This design comes from an exercise in tuning for small area and a short achievable clock period on the open sky130 flow, not from production work. In this exercise RTL edits were held to simulation tests only and were not proved equivalent to the original. Power and IR drop assume default switching activity.

Setup of trial 39:
==> module if_stage, before the edit <==
module if_stage #(
    parameter int unsigned BTB_IDX_BITS = 4,
    parameter logic [31:0] RESET_PC     = 32'h0000_0000,
    parameter logic [31:0] NOP_INST     = 32'h0000_0013
) (
    input  logic        clk,
    input  logic        reset,
    input  logic        stall,
    input  logic        flush,
    input  logic [31:0] redirect_pc,
    input  logic        upd_valid,
    input  logic [31:0] upd_pc,
    input  logic        upd_taken,
    input  logic [31:0] upd_target,
    output logic [31:0] imem_addr,
    input  logic [31:0] imem_inst,
    output logic [31:0] if_id_inst,
    output logic [31:0] if_id_pc,
    output logic        if_id_valid,
    output logic        if_id_pred_taken,
    output logic [31:0] if_id_pred_target
);
    localparam int unsigned ENTRIES = 1 << BTB_IDX_BITS;
    localparam int unsigned TAG_W   = 30 - BTB_IDX_BITS;
    logic [31:0] pc_q;
    logic [31:0] inst_q;
    logic [31:0] id_pc_q;
    logic        valid_q;
    logic        pt_q;
    logic [31:0] ptgt_q;
    logic [ENTRIES-1:0]            btb_v_q;
    logic [ENTRIES-1:0][TAG_W-1:0] btb_tag_q;
    logic [ENTRIES-1:0][31:0]      btb_tgt_q;
    logic [ENTRIES-1:0][1:0]       btb_ctr_q;
    logic [BTB_IDX_BITS-1:0] idx, uidx;
    logic [ENTRIES-1:0]      lhit_e, usel, udec;
    logic                    uhit;
    logic [TAG_W-1:0]        utag_rd;
    logic                    uv_rd;
    logic                    pred_taken;
    logic [31:0]             tgt_rd, pc_inc;
    logic                    unused_upd_lsb;
    assign unused_upd_lsb = ^upd_pc[1:0];
    assign idx  = pc_q[BTB_IDX_BITS+1:2];
    assign uidx = upd_pc[BTB_IDX_BITS+1:2];
    always_comb begin
        for (int e = 0; e < ENTRIES; e++) begin
            lhit_e[e] = btb_v_q[e] && btb_ctr_q[e][1] && (btb_tag_q[e] == pc_q[31:BTB_IDX_BITS+2]);
            udec[e]   = (uidx == e[BTB_IDX_BITS-1:0]);
            usel[e]   = upd_valid && udec[e];
        end
    end
    always_comb begin
        utag_rd = '0;
        uv_rd   = 1'b0;
        for (int e = 0; e < ENTRIES; e++) begin
            utag_rd = utag_rd | (btb_tag_q[e] & {TAG_W{udec[e]}});
            uv_rd   = uv_rd | (btb_v_q[e] & udec[e]);
        end
    end
    assign uhit = uv_rd && (utag_rd == upd_pc[31:BTB_IDX_BITS+2]);
    assign pred_taken = lhit_e[idx];
    assign tgt_rd     = btb_tgt_q[idx];
    assign pc_inc     = pc_q + 32'd4;
    logic        adv, clr;
    logic [31:0] pc_hold, ptgt_hold;
    logic [31:0] pc_tk, pc_nt, ptgt_tk, ptgt_nt;
    assign clr       = reset || flush;
    assign adv       = !clr && !stall;
    assign pc_hold   = reset ? RESET_PC : (flush ? redirect_pc : pc_q);
    assign ptgt_hold = clr ? 32'd0 : ptgt_q;
    assign pc_tk     = adv ? tgt_rd : pc_hold;
    assign pc_nt     = adv ? pc_inc : pc_hold;
    assign ptgt_tk   = adv ? tgt_rd : ptgt_hold;
    assign ptgt_nt   = adv ? pc_inc : ptgt_hold;
    always_ff @(posedge clk) begin
        pc_q    <= pred_taken ? pc_tk : pc_nt;
        ptgt_q  <= pred_taken ? ptgt_tk : ptgt_nt;
        pt_q    <= adv ? pred_taken : (!clr && pt_q);
        if (clr) begin
            inst_q  <= NOP_INST;
            id_pc_q <= 32'd0;
            valid_q <= 1'b0;
        end else if (!stall) begin
            inst_q  <= imem_inst;
            id_pc_q <= pc_q;
            valid_q <= 1'b1;
        end
    end
    always_ff @(posedge clk) begin
        for (int e = 0; e < ENTRIES; e++) begin
            if (reset)
                btb_v_q[e] <= 1'b0;
            else if (usel[e] && upd_taken)
                btb_v_q[e] <= 1'b1;
        end
    end
    always_ff @(posedge clk) begin
        for (int e = 0; e < ENTRIES; e++) begin
            if (usel[e] && upd_taken) begin
                btb_tag_q[e] <= upd_pc[31:BTB_IDX_BITS+2];
                btb_tgt_q[e] <= upd_target;
            end
            if (usel[e]) begin
                if (uhit) begin
                    if (upd_taken) begin
                        if (btb_ctr_q[e] != 2'd3) btb_ctr_q[e] <= btb_ctr_q[e] + 2'd1;
                    end else begin
                        if (btb_ctr_q[e] != 2'd0) btb_ctr_q[e] <= btb_ctr_q[e] - 2'd1;
                    end
                end else if (upd_taken) begin
                    btb_ctr_q[e] <= 2'b10;
                end
            end
        end
    end
    assign imem_addr         = pc_q;
    assign if_id_inst        = inst_q;
    assign if_id_pc          = id_pc_q;
    assign if_id_valid       = valid_q;
    assign if_id_pred_taken  = pt_q;
    assign if_id_pred_target = ptgt_q;
endmodule
Settings: LEC_CHECK=0, CAP_MARGIN=20, CORE_MARGIN=2, CORE_UTILIZATION=55, SETUP_SLACK_MARGIN=3.5, SLEW_MARGIN=20; clock period 6.0 ns.
standard.sh (not shown) runs the stock make flow with config.mk's settings and CLKGATE_MAP_FILE= SYNTH_SCRIPT=/design/flow/synth_recipe.tcl, a recipe that flattens the netlist after the stock synthesis.
==> flow/flow/run.sh <==
#!/bin/bash
set -euo pipefail
export BUFFER_PORTS_ARGS="-buffer_cell sky130_fd_sc_hd__buf_2"
export CTS_ARGS="-sink_clustering_enable -repair_clock_nets -dont_use_dummy_load -sink_clustering_size 30 -sink_clustering_max_diameter 80"
bash standard.sh > flow_make.log 2>&1
--- input diff trial 39..trial 46 ---
--- a/flow/design.v
+++ b/flow/design.v
@@ -24,61 +24,44 @@
     localparam int unsigned TAG_W   = 30 - BTB_IDX_BITS;
     logic [31:0] pc_q;
     logic [31:0] inst_q;
     logic [31:0] id_pc_q;
     logic        valid_q;
     logic        pt_q;
-    logic [31:0] ptgt_q;
     logic [ENTRIES-1:0]            btb_v_q;
     logic [ENTRIES-1:0][TAG_W-1:0] btb_tag_q;
     logic [ENTRIES-1:0][31:0]      btb_tgt_q;
     logic [ENTRIES-1:0][1:0]       btb_ctr_q;
     logic [BTB_IDX_BITS-1:0] idx, uidx;
-    logic [ENTRIES-1:0]      lhit_e, usel, udec;
-    logic                    uhit;
-    logic [TAG_W-1:0]        utag_rd;
-    logic                    uv_rd;
+    logic [ENTRIES-1:0]      lhit_e, uhit_e, usel;
     logic                    pred_taken;
     logic [31:0]             tgt_rd, pc_inc;
     logic                    unused_upd_lsb;
     assign unused_upd_lsb = ^upd_pc[1:0];
     assign idx  = pc_q[BTB_IDX_BITS+1:2];
     assign uidx = upd_pc[BTB_IDX_BITS+1:2];
     always_comb begin
         for (int e = 0; e < ENTRIES; e++) begin
             lhit_e[e] = btb_v_q[e] && btb_ctr_q[e][1] && (btb_tag_q[e] == pc_q[31:BTB_IDX_BITS+2]);
-            udec[e]   = (uidx == e[BTB_IDX_BITS-1:0]);
-            usel[e]   = upd_valid && udec[e];
+            uhit_e[e] = btb_v_q[e] && (btb_tag_q[e] == upd_pc[31:BTB_IDX_BITS+2]);
+            usel[e]   = upd_valid && (uidx == e[BTB_IDX_BITS-1:0]);
         end
     end
-    always_comb begin
-        utag_rd = '0;
-        uv_rd   = 1'b0;
-        for (int e = 0; e < ENTRIES; e++) begin
-            utag_rd = utag_rd | (btb_tag_q[e] & {TAG_W{udec[e]}});
-            uv_rd   = uv_rd | (btb_v_q[e] & udec[e]);
-        end
-    end
-    assign uhit = uv_rd && (utag_rd == upd_pc[31:BTB_IDX_BITS+2]);
     assign pred_taken = lhit_e[idx];
     assign tgt_rd     = btb_tgt_q[idx];
     assign pc_inc     = pc_q + 32'd4;
     logic        adv, clr;
-    logic [31:0] pc_hold, ptgt_hold;
-    logic [31:0] pc_tk, pc_nt, ptgt_tk, ptgt_nt;
+    logic [31:0] pc_hold;
+    logic [31:0] pc_tk, pc_nt;
     assign clr       = reset || flush;
     assign adv       = !clr && !stall;
     assign pc_hold   = reset ? RESET_PC : (flush ? redirect_pc : pc_q);
-    assign ptgt_hold = clr ? 32'd0 : ptgt_q;
     assign pc_tk     = adv ? tgt_rd : pc_hold;
     assign pc_nt     = adv ? pc_inc : pc_hold;
-    assign ptgt_tk   = adv ? tgt_rd : ptgt_hold;
-    assign ptgt_nt   = adv ? pc_inc : ptgt_hold;
     always_ff @(posedge clk) begin
         pc_q    <= pred_taken ? pc_tk : pc_nt;
-        ptgt_q  <= pred_taken ? ptgt_tk : ptgt_nt;
         pt_q    <= adv ? pred_taken : (!clr && pt_q);
         if (clr) begin
             inst_q  <= NOP_INST;
             id_pc_q <= 32'd0;
             valid_q <= 1'b0;
         end else if (!stall) begin
@@ -99,13 +82,13 @@
         for (int e = 0; e < ENTRIES; e++) begin
             if (usel[e] && upd_taken) begin
                 btb_tag_q[e] <= upd_pc[31:BTB_IDX_BITS+2];
                 btb_tgt_q[e] <= upd_target;
             end
             if (usel[e]) begin
-                if (uhit) begin
+                if (uhit_e[e]) begin
                     if (upd_taken) begin
                         if (btb_ctr_q[e] != 2'd3) btb_ctr_q[e] <= btb_ctr_q[e] + 2'd1;
                     end else begin
                         if (btb_ctr_q[e] != 2'd0) btb_ctr_q[e] <= btb_ctr_q[e] - 2'd1;
                     end
                 end else if (upd_taken) begin
@@ -116,8 +99,8 @@
     end
     assign imem_addr         = pc_q;
     assign if_id_inst        = inst_q;
     assign if_id_pc          = id_pc_q;
     assign if_id_valid       = valid_q;
     assign if_id_pred_taken  = pt_q;
-    assign if_id_pred_target = ptgt_q;
+    assign if_id_pred_target = valid_q ? pc_q : 32'd0;
 endmodule
==> results.txt <==
From trial 39 to trial 46 the numbers moved as follows: synthesized cell count higher, cell area higher. In the tables for trial 46 and trial 39, instance count after placement with tap cells included reads higher with trial 46. Of the two values seen for capturing element of the worst setup path, btb_tgt_q[232]$_DFFE_PP_ was produced by trial 46 and btb_ctr_q[2]$_SDFFCE_PN0P_ by trial 39. Static leakage power up 1.4% in trial 46 wrt trial 39. Trial 46 vs. trial 39: largest net degree at the start of global routing fell 10, final routed wire length divided by cell count fell about 22%.

* * *

The RTL this note starts from:
==> flow/design.v <==
module if_stage #(
    parameter int unsigned BTB_IDX_BITS = 4,
    parameter logic [31:0] RESET_PC     = 32'h0000_0000,
    parameter logic [31:0] NOP_INST     = 32'h0000_0013
) (
    input  logic        clk,
    input  logic        reset,
    input  logic        stall,
    input  logic        flush,
    input  logic [31:0] redirect_pc,
    input  logic        upd_valid,
    input  logic [31:0] upd_pc,
    input  logic        upd_taken,
    input  logic [31:0] upd_target,
    output logic [31:0] imem_addr,
    input  logic [31:0] imem_inst,
    output logic [31:0] if_id_inst,
    output logic [31:0] if_id_pc,
    output logic        if_id_valid,
    output logic        if_id_pred_taken,
    output logic [31:0] if_id_pred_target
);
    localparam int unsigned ENTRIES = 1 << BTB_IDX_BITS;
    localparam int unsigned TAG_W   = 30 - BTB_IDX_BITS;
    logic [31:0] pc_q;
    logic [TAG_W-1:0] pc_tag_n_q;
    logic [31:0] inst_q;
    logic [31:0] id_pc_q;
    logic        valid_q;
    logic        pt_q;
    logic [31:0] ptgt_q;
    logic [ENTRIES-1:0]            btb_v_q;
    logic [ENTRIES-1:0][TAG_W-1:0] btb_tag_q;
    logic [ENTRIES-1:0][31:0]      btb_tgt_q;
    logic [ENTRIES-1:0][1:0]       btb_ctr_q;
    logic [BTB_IDX_BITS-1:0] idx, uidx;
    logic [ENTRIES-1:0]      lhit_e, uhit_e, usel;
    logic                    pred_taken;
    logic [31:0]             tgt_rd, pc_inc;
    logic                    unused_upd_lsb;
    assign unused_upd_lsb = ^upd_pc[1:0];
    assign idx  = pc_q[BTB_IDX_BITS+1:2];
    assign uidx = upd_pc[BTB_IDX_BITS+1:2];
    always_comb begin
        for (int e = 0; e < ENTRIES; e++) begin
            lhit_e[e] = btb_v_q[e] && btb_ctr_q[e][1] && ((btb_tag_q[e] ^ pc_tag_n_q) == '1);
            uhit_e[e] = btb_v_q[e] && (btb_tag_q[e] == upd_pc[31:BTB_IDX_BITS+2]);
            usel[e]   = upd_valid && (uidx == e[BTB_IDX_BITS-1:0]);
        end
    end
    assign pred_taken = lhit_e[idx];
    assign tgt_rd     = btb_tgt_q[idx];
    assign pc_inc     = pc_q + 32'd4;
    logic        adv, clr;
    logic [31:0] pc_hold, ptgt_hold;
    logic [31:0] pc_tk, pc_nt, ptgt_tk, ptgt_nt;
    assign clr       = reset || flush;
    assign adv       = !clr && !stall;
    assign pc_hold   = reset ? RESET_PC : (flush ? redirect_pc : pc_q);
    assign ptgt_hold = clr ? 32'd0 : ptgt_q;
    assign pc_tk     = adv ? tgt_rd : pc_hold;
    assign pc_nt     = adv ? pc_inc : pc_hold;
    assign ptgt_tk   = adv ? tgt_rd : ptgt_hold;
    assign ptgt_nt   = adv ? pc_inc : ptgt_hold;
    logic [31:0] pc_d;
    assign pc_d = pred_taken ? pc_tk : pc_nt;
    always_ff @(posedge clk) begin
        pc_q       <= pc_d;
        pc_tag_n_q <= ~pc_d[31:BTB_IDX_BITS+2];
        ptgt_q  <= pred_taken ? ptgt_tk : ptgt_nt;
        pt_q    <= adv ? pred_taken : (!clr && pt_q);
        if (clr) begin
            inst_q  <= NOP_INST;
            id_pc_q <= 32'd0;
            valid_q <= 1'b0;
        end else if (!stall) begin
            inst_q  <= imem_inst;
            id_pc_q <= pc_q;
            valid_q <= 1'b1;
        end
    end
    always_ff @(posedge clk) begin
        for (int e = 0; e < ENTRIES; e++) begin
            if (reset)
                btb_v_q[e] <= 1'b0;
            else if (usel[e] && upd_taken)
                btb_v_q[e] <= 1'b1;
        end
    end
    always_ff @(posedge clk) begin
        for (int e = 0; e < ENTRIES; e++) begin
            if (usel[e] && upd_taken) begin
                btb_tag_q[e] <= upd_pc[31:BTB_IDX_BITS+2];
                btb_tgt_q[e] <= upd_target;
            end
            if (usel[e]) begin
                if (uhit_e[e]) begin
                    if (upd_taken) begin
                        if (btb_ctr_q[e] != 2'd3) btb_ctr_q[e] <= btb_ctr_q[e] + 2'd1;
                    end else begin
                        if (btb_ctr_q[e] != 2'd0) btb_ctr_q[e] <= btb_ctr_q[e] - 2'd1;
                    end
                end else if (upd_taken) begin
                    btb_ctr_q[e] <= 2'b10;
                end
            end
        end
    end
    assign imem_addr         = pc_q;
    assign if_id_inst        = inst_q;
    assign if_id_pc          = id_pc_q;
    assign if_id_valid       = valid_q;
    assign if_id_pred_taken  = pt_q;
    assign if_id_pred_target = ptgt_q;
endmodule
clock: 6.0 ns
lec_check: 0
cap_margin: 20
core_margin: 2
core_utilization: 55
setup_slack_margin: 3.5
slew_margin: 20
Scripts as last shown in full above: flow/flow/run.sh
Rerun with:
--- a/flow/design.v
+++ b/flow/design.v
@@ -23,7 +23,7 @@
     localparam int unsigned ENTRIES = 1 << BTB_IDX_BITS;
     localparam int unsigned TAG_W   = 30 - BTB_IDX_BITS;
     logic [31:0] pc_q;
-    logic [TAG_W-1:0] pc_tag_n_q;
+    logic [ENTRIES-1:0] pc_oh_q;    
     logic [31:0] inst_q;
     logic [31:0] id_pc_q;
     logic        valid_q;
@@ -33,23 +33,26 @@
     logic [ENTRIES-1:0][TAG_W-1:0] btb_tag_q;
     logic [ENTRIES-1:0][31:0]      btb_tgt_q;
     logic [ENTRIES-1:0][1:0]       btb_ctr_q;
-    logic [BTB_IDX_BITS-1:0] idx, uidx;
+    logic [BTB_IDX_BITS-1:0] uidx;
     logic [ENTRIES-1:0]      lhit_e, uhit_e, usel;
     logic                    pred_taken;
     logic [31:0]             tgt_rd, pc_inc;
     logic                    unused_upd_lsb;
     assign unused_upd_lsb = ^upd_pc[1:0];
-    assign idx  = pc_q[BTB_IDX_BITS+1:2];
     assign uidx = upd_pc[BTB_IDX_BITS+1:2];
     always_comb begin
         for (int e = 0; e < ENTRIES; e++) begin
-            lhit_e[e] = btb_v_q[e] && btb_ctr_q[e][1] && ((btb_tag_q[e] ^ pc_tag_n_q) == '1);
+            lhit_e[e] = btb_v_q[e] && btb_ctr_q[e][1] && (btb_tag_q[e] == pc_q[31:BTB_IDX_BITS+2]);
             uhit_e[e] = btb_v_q[e] && (btb_tag_q[e] == upd_pc[31:BTB_IDX_BITS+2]);
             usel[e]   = upd_valid && (uidx == e[BTB_IDX_BITS-1:0]);
         end
     end
-    assign pred_taken = lhit_e[idx];
-    assign tgt_rd     = btb_tgt_q[idx];
+    always_comb begin
+        tgt_rd = '0;
+        for (int e = 0; e < ENTRIES; e++)
+            tgt_rd = tgt_rd | (btb_tgt_q[e] & {32{pc_oh_q[e]}});
+    end
+    assign pred_taken = |(lhit_e & pc_oh_q);
     assign pc_inc     = pc_q + 32'd4;
     logic        adv, clr;
     logic [31:0] pc_hold, ptgt_hold;
@@ -62,11 +65,20 @@
     assign pc_nt     = adv ? pc_inc : pc_hold;
     assign ptgt_tk   = adv ? tgt_rd : ptgt_hold;
     assign ptgt_nt   = adv ? pc_inc : ptgt_hold;
-    logic [31:0] pc_d;
-    assign pc_d = pred_taken ? pc_tk : pc_nt;
+    logic [ENTRIES-1:0] oh_hold, oh_tk, oh_nt, oh_inc, oh_tgt, oh_redir;
+    always_comb begin
+        oh_tgt   = '0;
+        oh_redir = '0;
+        oh_tgt[tgt_rd[BTB_IDX_BITS+1:2]]        = 1'b1;
+        oh_redir[redirect_pc[BTB_IDX_BITS+1:2]] = 1'b1;
+    end
+    assign oh_inc  = {pc_oh_q[ENTRIES-2:0], pc_oh_q[ENTRIES-1]};
+    assign oh_hold = reset ? ENTRIES'(1) << RESET_PC[BTB_IDX_BITS+1:2] : (flush ? oh_redir : pc_oh_q);
+    assign oh_tk   = adv ? oh_tgt : oh_hold;
+    assign oh_nt   = adv ? oh_inc : oh_hold;
     always_ff @(posedge clk) begin
-        pc_q       <= pc_d;
-        pc_tag_n_q <= ~pc_d[31:BTB_IDX_BITS+2];
+        pc_oh_q <= pred_taken ? oh_tk : oh_nt;
+        pc_q    <= pred_taken ? pc_tk : pc_nt;
         ptgt_q  <= pred_taken ? ptgt_tk : ptgt_nt;
         pt_q    <= adv ? pred_taken : (!clr && pt_q);
         if (clr) begin
=>
- The changed run passed the timing, DRC and antenna checks
- via count is higher by 15%
- maximum frequency rose by about 1.8%
- worst setup slack improved by 0.055 ns
- power went down by about 5.6%
- worst hold slack gets worse by 0.0081 ns
- core utilization rises by 3.1 points
- die area goes down by 0.41%
- synthesized area fell by 0.41%
- design area is higher by 3.3%
- critical path depth goes down by 6

static timing again, ports no longer ideal:
How much do the figures lean on ideal ports? The routed layouts below were timed once more, with nothing changed but the port constraints. Step 1: set_driving_cell puts a clkbuf_16 on clk and a buf_2 on each other input, an assumption about the parent block. Step 2 also shifts input and output timing later by t, the mid clock arrival at the registers, as if the neighbouring blocks saw the same clock. Three values: ideal ports, drivers, drivers and shift; two values: the first two.
| run | t (ns) | slack for setup (ns) | worst setup path at the end | slew at the worst register clock pin (ns) | cell pins on the clock port's net |
|---|---|---|---|---|---|
| trial 39 | 0.727 | 1.949 / 1.790 / 1.064 | input to register | 0.12 / 0.12 | 1 |
| trial 46 | 0.722 | 3.037 / 2.971 / 2.361 | input to register | 0.12 / 0.12 | 1 |
| the first run of note 2 | 0.762 | 2.943 / 2.943 / 2.402 | input to register | 0.12 / 0.12 | 1 |
| the second run of note 2 | 0.768 | 2.999 / 2.999 / 2.390 | input to register | 0.12 / 0.12 | 1 |
After both steps setup and hold are still met in every run listed. The setup slack of trial 39, which loses most, moves by -0.159 ns with the drivers and by -0.885 ns with both steps.
